This is an optimization exercise on Yosys and OpenROAD, whose aim is small area and a short achievable clock period, not a production implementation.
RTL that was checked went through simulation tests only; none was proved equivalent to the original.
The flow treats the clock pin as an ideal source, which a real chip does not have.
No activity file was given, so power comes from the tool's default toggle rates.

// or_tree
module or_tree (
    input  logic                    clk,
    input  logic                    rst_n,
    input  logic                    alloc_valid,
    input  or_tree_pkg::alloc_req_t alloc_req,
    input  logic                    free_valid,
    input  or_tree_pkg::free_req_t  free_req,
    output logic                    alloc_rsp_valid,
    output or_tree_pkg::alloc_rsp_t alloc_rsp,
    output logic                    free_rsp_valid,
    output or_tree_pkg::free_rsp_t  free_rsp,
    output logic                    at_update_valid,
    output or_tree_pkg::at_update_t at_update
);
For scale: about 1400 cells after synthesis, roughly 620 flip-flops, about 67 I/O pins, about 23000 µm² of cells after synthesis.
export LEC_CHECK = 0
export CAP_MARGIN = 20
export CORE_MARGIN = 2
export CORE_UTILIZATION = 60
export SETUP_SLACK_MARGIN = 3
export SLEW_MARGIN = 20
create_clock -name core_clock -period 5.0 [get_ports {clk}]
standard.sh (not shown) runs the stock make flow with config.mk's settings and CLKGATE_MAP_FILE= SYNTH_SCRIPT=/design/flow/synth_recipe.tcl, a recipe that flattens the netlist after the stock synthesis.
==> flow/flow/run.sh <==
#!/bin/bash
# Layout flow: the standard layout (standard.sh), with these changes.
# 0. The port buffers that global placement inserts are buf_2 cells.
# 1. TritonCTS clusters up to 30 sinks per leaf buffer (clkbuf_16 only), so the tree has
#    fewer, fuller leaf buffers.
set -euo pipefail
R=orfs/results/${FLOW_PLATFORM}/or_tree/base
export BUFFER_PORTS_ARGS="-buffer_cell sky130_fd_sc_hd__buf_2"
export CTS_ARGS="-sink_clustering_enable -repair_clock_nets -sink_clustering_size 30 -sink_clustering_max_diameter 100 -buf_list sky130_fd_sc_hd__clkbuf_16"
bash standard.sh cts > log_standard_to_cts.txt 2>&1
IN_ODB=$R/4_cts.odb OUT_ODB=$R/4_cts.odb openroad -no_init -exit flow/fixclk.tcl > log_fixclk.txt 2>&1
bash standard.sh finish > log_standard_finish.txt 2>&1
==> flow/flow/fixclk.tcl <==
read_db $::env(IN_ODB)
set block [ord::get_db_block]
set port_net [[$block findBTerm clk] getNet]
set root ""
foreach it [$port_net getITerms] { set root [$it getInst] }
set rname [$root getName]
set out_net ""
foreach it [$root getITerms] { if {[$it isOutputSignal]} { set out_net [$it getNet] } }
set loads {}
foreach it [$out_net getITerms] { if {[$it getInst] != $root} { lappend loads $it } }
puts "root $rname ([[$root getMaster] getName]) drives [llength $loads] pins"
if {[llength $loads] > 4} { error "root drives too many pins" }
foreach it $loads { $it disconnect; $it connect $port_net }
odb::dbInst_destroy $root
odb::dbNet_destroy $out_net
write_db $::env(OUT_ODB)
Next try:
--- a/flow/design.v
+++ b/flow/design.v
@@ -273,55 +273,19 @@
         .size       (s2_size),
         .offset     (s2_ofs),
         .leaves     (s2_leaves),
         .fail       (chk_fail),
         .kept       (chk_kept)
     );
     assign new_leaves = s2_free_valid ? chk_kept : s2_leaves | pick_take;
     assign upd_ok     = s2_alloc_valid || (s2_free_valid && !chk_fail);
-    function automatic logic at_most_one4(logic [3:0] x);
-        at_most_one4 = !((x[0] & x[1]) | (x[0] & x[2]) | (x[0] & x[3]) |
-                         (x[1] & x[2]) | (x[1] & x[3]) | (x[2] & x[3]));
-    endfunction
-    function automatic or_tree_pkg::level_bits_t alloc_level_full(logic [3:0] sz,
-                                                                  logic [7:0] l);
-        logic [3:0] u2, f2;    
-        logic [1:0] u4, f4;    
-        logic       e2_le1;    
-        logic       z_le1;     
-        logic       lo_full;   
-        for (int j = 0; j < 4; j++) begin
-            u2[j] = l[2*j] | l[2*j+1];
-            f2[j] = l[2*j] & l[2*j+1];
-        end
-        for (int k = 0; k < 2; k++) begin
-            u4[k] = |l[4*k +: 4];
-            f4[k] = &l[4*k +: 4];
-        end
-        e2_le1 = at_most_one4(~u2);
-        z_le1  = at_most_one4(~l[3:0]) & at_most_one4(~l[7:4]) & (&l[3:0] | &l[7:4]);
-        lo_full = (u2[1] | f2[0]) & (u2[2] | (f2[0] & f2[1])) & (u2[3] | (f2[0] & f2[1] & f2[2]));
-        alloc_level_full[3] = 1'b1;
-        alloc_level_full[2] = (sz[0] & (~|l | (u4[0] & u4[1]))) |
-                              (sz[1] & (u4[0] | u4[1])) |
-                              (sz[2] & (u4[1] | (u2[0] & u2[1]))) |
-                              (sz[3] & (u4[1] | f4[0]));
-        alloc_level_full[1] = (sz[0] & (~|l | &u2)) |
-                              (sz[1] & (~u4[0] | (u2[0] & u2[1])) & ((u4[0] & ~u4[1]) | (u2[2] & u2[3]))) |
-                              (sz[2] & e2_le1) |
-                              (sz[3] & e2_le1 & lo_full);
-        alloc_level_full[0] = (sz[0] & (~|l | &l)) |
-                              (sz[1] & (~u4[0] | f4[0]) & ((u4[0] & ~u4[1]) | f4[1])) |
-                              (sz[2] & at_most_one4(~f2) & ((f2[0] | ~u2[0]) & (f2[1] | ~u2[1]) &
-                                                              (f2[2] | ~u2[2]) & (f2[3] | ~u2[3]))) |
-                              (sz[3] & z_le1);
-    endfunction
     always_comb begin
-        alloc_levels    = alloc_level_full(s2_size_oh, s2_leaves);
+        alloc_levels    = level_full(s2_leaves | pick_take);
+        alloc_levels[3] = 1'b1;
         free_levels     = level_full(chk_kept);
         free_levels[0]  = 1'b0;
     end
     always_ff @(posedge clk) begin
         alloc_rsp_valid <= rst_n && s2_alloc_valid;
         free_rsp_valid  <= rst_n && s2_free_valid;
         at_update_valid <= rst_n && upd_ok;
         for (int i = 0; i < 8; i++) begin
Result: Power went down by 0.68%. Sequential share of layout area grows by 1.4 points. Wire length goes down by about 1%. Sequential cell count is unchanged. Clock-buffer cell count grows by 1. Area after synthesis falls by about 0.6%.
No functional check of the RTL was part of the first run of this note.

========
Setup of try-indigo:
The RTL this note starts from:
==> flow/design.v <==
`default_nettype none
package or_tree_pkg;
    typedef logic [6-1:0] tree_idx_t;
    typedef logic [6+2:0] page_idx_t;
    typedef logic [2:0]                 page_ofs_t;
    typedef logic [4-1:0]   req_id_t;
    typedef logic [15-1:0]   node_vec_t;
    typedef logic [3-1:0] grid_idx_t;
    typedef logic [3:0]                 level_bits_t;
    typedef enum logic [1:0] {
        size_4k,
        size_2k,
        size_1k,
        size_512
    } req_size_e;
    typedef enum logic [1:0] {
        reason_none,
        reason_no_space,
        reason_not_allocated
    } fail_reason_e;
    typedef struct packed {
        req_id_t   id;
        tree_idx_t block;
        req_size_e size;
    } alloc_req_t;
    typedef struct packed {
        req_id_t   id;
        page_idx_t page;
        req_size_e size;
    } free_req_t;
    typedef struct packed {
        req_id_t      id;
        page_idx_t    page;
        logic         fail;
        fail_reason_e reason;
    } alloc_rsp_t;
    typedef struct packed {
        req_id_t      id;
        logic         fail;
        fail_reason_e reason;
    } free_rsp_t;
    typedef struct packed {
        grid_idx_t   row;
        grid_idx_t   col;
        level_bits_t levels;
    } at_update_t;
    function automatic logic [7:0] leaf_mask(req_size_e size, page_ofs_t offset);
        logic [8:0] ones;
        ones = (9'd1 << (4'd8 >> size)) - 9'd1;
        leaf_mask = ones[7:0] << offset;
    endfunction
    function automatic logic is_aligned(req_size_e size, page_ofs_t offset);
        logic [2:0] low;
        low = 3'((4'd8 >> size) - 4'd1);
        is_aligned = (offset & low) == 3'd0;
    endfunction
endpackage
`default_nettype wire
`timescale 1ns/1ns
`default_nettype none
module tree_ram (
    input  logic                   clk,
    input  logic                   clr,
    input  or_tree_pkg::tree_idx_t rd_block,
    output logic [7:0]             rd_data,
    input  logic                   wr_en,
    input  or_tree_pkg::tree_idx_t wr_block,
    input  logic [7:0]             wr_data
);
    localparam int depth = 1 << 6;
    logic [8*depth-1:0] mem;
    logic [7:0]         hi_sel;
    logic [7:0]         lo_sel;
    logic [7:0]         wd;
    always_comb begin
        for (int i = 0; i < 8; i++) begin
            hi_sel[i] = clr || (wr_en && wr_block[5:3] == 3'(i));
            lo_sel[i] = clr || wr_block[2:0] == 3'(i);
        end
        wd = clr ? 8'h00 : wr_data;
    end
    always_ff @(posedge clk) begin
        for (int b = 0; b < depth; b++) begin
            if (hi_sel[b / 8] && lo_sel[b % 8]) begin
                mem[8*b +: 8] <= wd;
            end
        end
    end
    assign rd_data = mem[8*rd_block +: 8];
endmodule
`default_nettype wire
`timescale 1ns/1ns
`default_nettype none
module alloc_pick (
    input  or_tree_pkg::req_size_e size,
    input  logic [7:0]             leaves,
    output or_tree_pkg::page_ofs_t offset,
    output logic                   fail,
    output logic [7:0]             new_leaves
);
    logic [7:0] free8;
    logic [3:0] free4;
    logic [1:0] free2;
    logic       free1;
    always_comb begin
        for (int i = 0; i < 8; i++) free8[i] = !leaves[i];
        for (int i = 0; i < 4; i++) free4[i] = !(|leaves[2*i +: 2]);
        for (int i = 0; i < 2; i++) free2[i] = !(|leaves[4*i +: 4]);
        free1 = !(|leaves);
    end
    always_comb begin
        offset = '0;
        fail   = 1'b1;
        case (size)
            or_tree_pkg::size_4k: begin
                fail = !free1;
            end
            or_tree_pkg::size_2k: begin
                for (int o = 1; o >= 0; o--) begin
                    if (free2[o]) begin
                        offset = 3'(4 * o);
                        fail   = 1'b0;
                    end
                end
            end
            or_tree_pkg::size_1k: begin
                for (int o = 3; o >= 0; o--) begin
                    if (free4[o]) begin
                        offset = 3'(2 * o);
                        fail   = 1'b0;
                    end
                end
            end
            default: begin
                for (int o = 7; o >= 0; o--) begin
                    if (free8[o]) begin
                        offset = 3'(o);
                        fail   = 1'b0;
                    end
                end
            end
        endcase
    end
    assign new_leaves = fail ? leaves : leaves | or_tree_pkg::leaf_mask(size, offset);
endmodule
`default_nettype wire
`timescale 1ns/1ns
`default_nettype none
module free_check (
    input  or_tree_pkg::req_size_e size,
    input  or_tree_pkg::page_ofs_t offset,
    input  logic [7:0]             leaves,
    output logic                   fail,
    output logic [7:0]             new_leaves
);
    logic [7:0] mask;
    assign mask = or_tree_pkg::leaf_mask(size, offset);
    assign fail = !or_tree_pkg::is_aligned(size, offset) || (leaves & mask) != mask;
    assign new_leaves = fail ? leaves : leaves & ~mask;
endmodule
`default_nettype wire
`timescale 1ns/1ns
`default_nettype none
module or_tree (
    input  logic                    clk,
    input  logic                    rst_n,
    input  logic                    alloc_valid,
    input  or_tree_pkg::alloc_req_t alloc_req,
    input  logic                    free_valid,
    input  or_tree_pkg::free_req_t  free_req,
    output logic                    alloc_rsp_valid,
    output or_tree_pkg::alloc_rsp_t alloc_rsp,
    output logic                    free_rsp_valid,
    output or_tree_pkg::free_rsp_t  free_rsp,
    output logic                    at_update_valid,
    output or_tree_pkg::at_update_t at_update
);
    function automatic or_tree_pkg::level_bits_t level_full(logic [7:0] l);
        level_full = {|l,
                      (|l[3:0]) & (|l[7:4]),
                      (|l[1:0]) & (|l[3:2]) & (|l[5:4]) & (|l[7:6]),
                      &l};
    endfunction
    logic                    s1_alloc_valid;
    logic                    s1_free_valid;
    or_tree_pkg::req_id_t    s1_id;
    or_tree_pkg::tree_idx_t  s1_block;
    or_tree_pkg::req_size_e  s1_size;
    or_tree_pkg::page_ofs_t  s1_ofs;
    logic                    s2_alloc_valid;
    logic                    s2_free_valid;
    or_tree_pkg::req_id_t    s2_id;
    or_tree_pkg::tree_idx_t  s2_block;
    or_tree_pkg::req_size_e  s2_size;
    or_tree_pkg::page_ofs_t  s2_ofs;
    logic [7:0]              s2_leaves;
    logic [7:0]              rd_data;
    or_tree_pkg::page_ofs_t  pick_ofs;
    logic                    pick_fail;
    logic [7:0]              pick_leaves;
    logic                    chk_fail;
    logic [7:0]              chk_leaves;
    logic [7:0]              new_leaves;
    logic [7:0]              wr_data;
    always_ff @(posedge clk or negedge rst_n) begin
        if (!rst_n) begin
            s1_alloc_valid <= 1'b0;
            s1_free_valid  <= 1'b0;
            s2_alloc_valid <= 1'b0;
            s2_free_valid  <= 1'b0;
        end else begin
            s1_alloc_valid <= alloc_valid;
            s1_free_valid  <= free_valid;
            s2_alloc_valid <= s1_alloc_valid;
            s2_free_valid  <= s1_free_valid;
        end
    end
    always_ff @(posedge clk) begin
        if (free_valid) begin
            s1_id    <= free_req.id;
            s1_block <= free_req.page[6+2:3];
            s1_size  <= free_req.size;
        end else begin
            s1_id    <= alloc_req.id;
            s1_block <= alloc_req.block;
            s1_size  <= alloc_req.size;
        end
        s1_ofs    <= free_req.page[2:0];
        s2_id     <= s1_id;
        s2_block  <= s1_block;
        s2_size   <= s1_size;
        s2_ofs    <= s1_ofs;
        s2_leaves <= rd_data;
    end
    tree_ram u_ram (
        .clk      (clk),
        .clr      (!rst_n),
        .rd_block (s1_block),
        .rd_data  (rd_data),
        .wr_en    (at_update_valid),
        .wr_block (at_update[9:4]),
        .wr_data  (wr_data)
    );
    alloc_pick u_pick (
        .size       (s2_size),
        .leaves     (s2_leaves),
        .offset     (pick_ofs),
        .fail       (pick_fail),
        .new_leaves (pick_leaves)
    );
    free_check u_check (
        .size       (s2_size),
        .offset     (s2_ofs),
        .leaves     (s2_leaves),
        .fail       (chk_fail),
        .new_leaves (chk_leaves)
    );
    assign new_leaves = s2_free_valid ? chk_leaves : pick_leaves;
    always_ff @(posedge clk or negedge rst_n) begin
        if (!rst_n) begin
            alloc_rsp_valid <= 1'b0;
            free_rsp_valid  <= 1'b0;
            at_update_valid <= 1'b0;
        end else begin
            alloc_rsp_valid <= s2_alloc_valid;
            free_rsp_valid  <= s2_free_valid;
            at_update_valid <= s2_alloc_valid || (s2_free_valid && !chk_fail);
        end
    end
    always_ff @(posedge clk) begin
        alloc_rsp.id     <= s2_id;
        alloc_rsp.page   <= pick_fail ? '0 : {s2_block, pick_ofs};
        alloc_rsp.fail   <= pick_fail;
        alloc_rsp.reason <= pick_fail ? or_tree_pkg::reason_no_space : or_tree_pkg::reason_none;
        free_rsp.id      <= s2_id;
        free_rsp.fail    <= chk_fail;
        free_rsp.reason  <= chk_fail ? or_tree_pkg::reason_not_allocated : or_tree_pkg::reason_none;
        at_update.row    <= s2_block[6-1 -: 3];
        at_update.col    <= s2_block[3-1:0];
        at_update.levels <= level_full(new_leaves);
        wr_data          <= new_leaves;
    end
endmodule
`default_nettype wire
clock: 5.0 ns
lec_check: 0
cap_margin: 20
core_margin: 2
core_utilization: 40
slew_margin: 20
run.sh (not shown) runs the stock make flow with config.mk's settings and CLKGATE_MAP_FILE= SYNTH_SCRIPT=/design/flow/synth_recipe.tcl, a recipe that flattens the netlist after the stock synthesis.
Stock flow here: none of the scripts above is used.
Per the final summary, try-indigo finished and its layout is clean on timing, DRC and antenna.
Input-level comparison between try-tundra and try-indigo:
diff --git a/flow/design.v b/flow/design.v
--- a/flow/design.v
+++ b/flow/design.v
@@ -59,36 +59,49 @@
 `timescale 1ns/1ns
 `default_nettype none
 module tree_ram (
     input  logic                   clk,
     input  logic                   clr,
-    input  or_tree_pkg::tree_idx_t rd_block,
+    input  logic [7:0]             rd_hi,
+    input  logic [7:0]             rd_lo,
     output logic [7:0]             rd_data,
     input  logic                   wr_en,
     input  or_tree_pkg::tree_idx_t wr_block,
     input  logic [7:0]             wr_data
 );
     localparam int depth = 1 << 6;
-    logic [8*depth-1:0] mem;
-    logic [7:0]         hi_sel;
-    logic [7:0]         lo_sel;
-    logic [7:0]         wd;
+    logic [7:0] mem [depth];
+    logic [7:0] hi_sel;
+    logic [7:0] lo_sel;
+    logic [7:0] wd;
+    logic [7:0] grp [8];
     always_comb begin
         for (int i = 0; i < 8; i++) begin
             hi_sel[i] = clr || (wr_en && wr_block[5:3] == 3'(i));
             lo_sel[i] = clr || wr_block[2:0] == 3'(i);
         end
         wd = clr ? 8'h00 : wr_data;
     end
     always_ff @(posedge clk) begin
         for (int b = 0; b < depth; b++) begin
             if (hi_sel[b / 8] && lo_sel[b % 8]) begin
-                mem[8*b +: 8] <= wd;
+                mem[b] <= wd;
             end
         end
     end
-    assign rd_data = mem[8*rd_block +: 8];
+    always_comb begin
+        for (int i = 0; i < 8; i++) begin
+            grp[i] = '0;
+            for (int j = 0; j < 8; j++) begin
+                grp[i] = grp[i] | (mem[8*i+j] & {8{rd_lo[j]}});
+            end
+        end
+        rd_data = '0;
+        for (int i = 0; i < 8; i++) begin
+            rd_data = rd_data | (grp[i] & {8{rd_hi[i]}});
+        end
+    end
 endmodule
 `default_nettype wire
 `timescale 1ns/1ns
 `default_nettype none
 module alloc_pick (
@@ -182,11 +195,12 @@
                       &l};
     endfunction
     logic                    s1_alloc_valid;
     logic                    s1_free_valid;
     or_tree_pkg::req_id_t    s1_id;
-    or_tree_pkg::tree_idx_t  s1_block;
+    logic [7:0]              s1_hi;
+    logic [7:0]              s1_lo;
     or_tree_pkg::req_size_e  s1_size;
     or_tree_pkg::page_ofs_t  s1_ofs;
     logic                    s2_alloc_valid;
     logic                    s2_free_valid;
     or_tree_pkg::req_id_t    s2_id;
@@ -199,10 +213,14 @@
     logic                    pick_fail;
     logic [7:0]              pick_leaves;
     logic                    chk_fail;
     logic [7:0]              chk_leaves;
     logic [7:0]              new_leaves;
+    or_tree_pkg::tree_idx_t  in_block;
+    or_tree_pkg::tree_idx_t  s1_block;
+    logic                    wr_en;
+    or_tree_pkg::tree_idx_t  wr_block;
     logic [7:0]              wr_data;
     always_ff @(posedge clk or negedge rst_n) begin
         if (!rst_n) begin
             s1_alloc_valid <= 1'b0;
             s1_free_valid  <= 1'b0;
@@ -213,34 +231,45 @@
             s1_free_valid  <= free_valid;
             s2_alloc_valid <= s1_alloc_valid;
             s2_free_valid  <= s1_free_valid;
         end
     end
+    assign in_block = free_valid ? free_req.page[6+2:3] : alloc_req.block;
+    always_comb begin
+        s1_block = '0;
+        for (int i = 0; i < 8; i++) begin
+            if (s1_hi[i]) s1_block[5:3] = s1_block[5:3] | 3'(i);
+            if (s1_lo[i]) s1_block[2:0] = s1_block[2:0] | 3'(i);
+        end
+    end
     always_ff @(posedge clk) begin
         if (free_valid) begin
             s1_id    <= free_req.id;
-            s1_block <= free_req.page[6+2:3];
             s1_size  <= free_req.size;
         end else begin
             s1_id    <= alloc_req.id;
-            s1_block <= alloc_req.block;
             s1_size  <= alloc_req.size;
         end
+        for (int i = 0; i < 8; i++) begin
+            s1_hi[i] <= in_block[5:3] == 3'(i);
+            s1_lo[i] <= in_block[2:0] == 3'(i);
+        end
         s1_ofs    <= free_req.page[2:0];
         s2_id     <= s1_id;
         s2_block  <= s1_block;
         s2_size   <= s1_size;
         s2_ofs    <= s1_ofs;
         s2_leaves <= rd_data;
     end
     tree_ram u_ram (
         .clk      (clk),
         .clr      (!rst_n),
-        .rd_block (s1_block),
+        .rd_hi    (s1_hi),
+        .rd_lo    (s1_lo),
         .rd_data  (rd_data),
-        .wr_en    (at_update_valid),
-        .wr_block (at_update[9:4]),
+        .wr_en    (wr_en),
+        .wr_block (wr_block),
         .wr_data  (wr_data)
     );
     alloc_pick u_pick (
         .size       (s2_size),
         .leaves     (s2_leaves),
@@ -259,14 +288,16 @@
     always_ff @(posedge clk or negedge rst_n) begin
         if (!rst_n) begin
             alloc_rsp_valid <= 1'b0;
             free_rsp_valid  <= 1'b0;
             at_update_valid <= 1'b0;
+            wr_en           <= 1'b0;
         end else begin
             alloc_rsp_valid <= s2_alloc_valid;
             free_rsp_valid  <= s2_free_valid;
             at_update_valid <= s2_alloc_valid || (s2_free_valid && !chk_fail);
+            wr_en           <= s2_alloc_valid || (s2_free_valid && !chk_fail);
         end
     end
     always_ff @(posedge clk) begin
         alloc_rsp.id     <= s2_id;
         alloc_rsp.page   <= pick_fail ? '0 : {s2_block, pick_ofs};
@@ -276,9 +307,10 @@
         free_rsp.fail    <= chk_fail;
         free_rsp.reason  <= chk_fail ? or_tree_pkg::reason_not_allocated : or_tree_pkg::reason_none;
         at_update.row    <= s2_block[6-1 -: 3];
         at_update.col    <= s2_block[3-1:0];
         at_update.levels <= level_full(new_leaves);
+        wr_block         <= s2_block;
         wr_data          <= new_leaves;
     end
 endmodule
 `default_nettype wire
Findings:
- Taking try-indigo as the reference, in try-tundra power went down; routed wire length now sits higher; largest vdd supply drop moved up; layout overhead on the synthesized area moved down.
- Between try-tundra and try-indigo, it is try-tundra whose number of global-route vias before repair is higher, by 16%.
- Comparing try-indigo and try-tundra, the lower combinational share of power was measured on try-tundra.
- Going from try-indigo to try-tundra, worst-case reg-to-reg path depth lower, die area lower.
Function was not checked in any run of this note: the RTL went through the layout flow alone.

-- afterwards: timing with drivers on the ports --
How much do the figures lean on ideal ports? The routed layouts below were timed once more, with nothing changed but the port constraints.
Step 1 assumes that a clkbuf_16 drives the clock port and a buf_2 every other input.
Step 2, shift: input delay + t, output delay - t, t = (earliest + latest rising clock arrival at the registers) / 2. This alone moves slack from input paths to output paths.
Three values: ideal, step 1, step 2; two values: the first two.
run	t, ns	setup slack, ns	worst slew at a driven data input, ns
the first run of note 1	0.524	2.984 / 2.984 / 2.889	0.03
the second run of note 1	0.508	2.936 / 2.936 / 2.787	0.04
try-indigo	0.672	1.861 / 1.861 / 1.475	0.05
try-tundra	0.663	1.801 / 1.801 / 1.261	0.04
After both steps setup and hold are still met in every run listed. The setup slack of try-tundra, which loses most, moves by 0.000 ns with the drivers and by -0.540 ns with both steps.
